Context: an optimization exercise on an open-source flow, tuned for small area, a short achievable clock period and few clock cycles. The choices shown serve that exercise and are no tape-out recipe. In this exercise RTL edits were held to simulation tests only and were not proved equivalent to the original. No activity file was given, so power comes from the tool's default toggle rates.

==> inputs of run B <==
==> flow/design.v (excerpt) <==
module mulPipeChip (
	input logic clk,
	input logic arstN,
	input logic in_valid,
	input logic [31:0] in_a,
	input logic [31:0] in_b,
	output logic out_valid,
	output logic [63:0] out_product
);
	mulArray mulArray_i (
		.clk(clk),
		.arstN(arstN),
		.in_valid(in_valid),
		.in_a(in_a),
		.in_b(in_b),
		.out_valid(out_valid),
		.out_product(out_product)
	);
endmodule
Settings: LEC_CHECK=0, CAP_MARGIN=20, CORE_MARGIN=2, CORE_UTILIZATION=60, PLACE_DENSITY=0.7, SLEW_MARGIN=20; clock period 13.0 ns.
standard.sh (not shown) runs the stock make flow with config.mk's settings and CLKGATE_MAP_FILE= SYNTH_SCRIPT=/design/flow/synth_recipe.tcl, a recipe that flattens the netlist after the stock synthesis.
==> flow/flow/run.sh <==
#!/bin/bash
# The standard ORFS layout (the standard.sh) with these changes:
# - SYNTH_ARGS=-noabc: Yosys's generic synth skips its early "abc -fast", so
#   extract_fa sees the full adders as the RTL writes them (no inverters
#   between adders); everything else in synthesis is the standard script;
# - clock tree synthesis uses larger sink clusters (a shallower, balanced
#   tree) and no dummy loads;
# - REMOVE_ABC_BUFFERS=1: the buffers ABC put in are taken out at floorplan
#   and the placement-aware repairs buffer the nets again.
set -euo pipefail
MARGIN=$(cat flow/margin.txt)
CTS="$(cat flow/cts_args.txt)"
bash standard.sh SYNTH_ARGS=-noabc REMOVE_ABC_BUFFERS=1 SETUP_SLACK_MARGIN="$MARGIN" "CTS_ARGS=$CTS" finish > standard_flow.log 2>&1
==> flow/flow/cts_args.txt <==
-sink_clustering_enable -repair_clock_nets -sink_clustering_size 20 -sink_clustering_max_diameter 150 -dont_use_dummy_load
==> flow/flow/margin.txt <==
9.3
==> run A (differences from run B) <==
==> flow/flow/run.sh (replaced) <==
#!/bin/bash
# The standard ORFS layout (the standard.sh) with these changes:
# - SYNTH_ARGS=-noabc: Yosys's generic synth skips its early "abc -fast", so
#   extract_fa sees the full adders as the RTL writes them (no inverters
#   between adders); everything else in synthesis is the standard script;
# - clock tree synthesis uses larger sink clusters (a shallower, balanced
#   tree) and no dummy loads;
# - MATCH_CELL_FOOTPRINT=0: the repairs may swap a cell for one of another
#   footprint (a faster port buffer or adder, say).
set -euo pipefail
MARGIN=$(cat flow/margin.txt)
CTS="$(cat flow/cts_args.txt)"
bash standard.sh SYNTH_ARGS=-noabc MATCH_CELL_FOOTPRINT=0 SETUP_SLACK_MARGIN="$MARGIN" "CTS_ARGS=$CTS" finish > standard_flow.log 2>&1
==> flow/flow/cts_args.txt (replaced) <==
-sink_clustering_enable -repair_clock_nets -sink_clustering_size 25 -sink_clustering_max_diameter 150 -dont_use_dummy_load
==> run Y (differences from run B) <==
==> flow/flow/run.sh (replaced) <==
#!/bin/bash
# The standard ORFS layout (the standard.sh) with these changes:
# - SYNTH_ARGS=-noabc: Yosys's generic synth skips its early "abc -fast", so
#   extract_fa sees the full adders as the RTL writes them (no inverters
#   between adders); everything else in synthesis is the standard script;
# - clock tree synthesis uses larger sink clusters (a shallower, balanced
#   tree) and no dummy loads.
set -euo pipefail
MARGIN=$(cat flow/margin.txt)
CTS="$(cat flow/cts_args.txt)"
bash standard.sh SYNTH_ARGS=-noabc SETUP_SLACK_MARGIN="$MARGIN" "CTS_ARGS=$CTS" finish > standard_flow.log 2>&1
--- a/flow/config.mk
+++ b/flow/config.mk
@@ -8,5 +8,5 @@
 export CAP_MARGIN = 20
 export CORE_MARGIN = 2
-export CORE_UTILIZATION = 60
-export PLACE_DENSITY = 0.7
+export CORE_UTILIZATION = 65
+export PLACE_DENSITY = 0.75
 export SLEW_MARGIN = 20
==> run R (differences from run B) <==
==> flow/flow/run.sh (replaced) <==
#!/bin/bash
# The standard ORFS layout (the standard.sh) with these changes:
# - SYNTH_ARGS=-noabc: Yosys's generic synth skips its early "abc -fast", so
#   extract_fa sees the full adders as the RTL writes them (no inverters
#   between adders); everything else in synthesis is the standard script;
# - clock tree synthesis uses larger sink clusters (a shallower, balanced
#   tree) and no dummy loads.
set -euo pipefail
MARGIN=$(cat flow/margin.txt)
CTS="$(cat flow/cts_args.txt)"
bash standard.sh SYNTH_ARGS=-noabc SETUP_SLACK_MARGIN="$MARGIN" "CTS_ARGS=$CTS" finish > standard_flow.log 2>&1
==> summary of the runs <==
- In hold slack, run Y and run B hardly differ.
- Sequential cell count is the same in run R and run Y.
- Between run Y and run B, the lower clock skew is in run Y (gap 0.042 ns).
- Clock power, highest first: run B, run Y, run R, run A.
- The lowest cell area belongs to run B, the highest to run Y.
Testbench counts of run B, summed over its fixed seeds: cycles 16,024.
Testbench counts of run A, summed over its fixed seeds: cycles 16,024.
Testbench counts of run Y, summed over its fixed seeds: cycles 16,024.
Testbench counts of run R, summed over its fixed seeds: cycles 16,024.

re-timing with driven ports:
In the flow no input, the clock included, has a driving cell. The finished layouts below were timed again as built, in two steps.
Step 1 assumes that a clkbuf_16 drives the clock port and a buf_2 every other input.
Step 2 times the ports against the registers' clock, not the clock port: input delays grow and output delays shrink by t, the midpoint of the rising clock arrivals with the driver on.
Three values: ideal ports, drivers, drivers and shift; two values: the first two.
| run | t (ns) | setup WS [ns] | clock arrival spread, ns |
|---|---|---|---|
| run B | 0.601 | 9.295 / 9.270 / 9.295 | 0.089 / 0.090 |
| run A | 0.617 | 9.314 / 9.252 / 9.320 | 0.077 / 0.077 |
| run Y | 0.615 | 9.266 / 9.251 / 9.266 | 0.049 / 0.050 |
| run R | 0.596 | 9.291 / 9.264 / 9.291 | 0.069 / 0.070 |
After both steps every run listed still meets setup and hold.
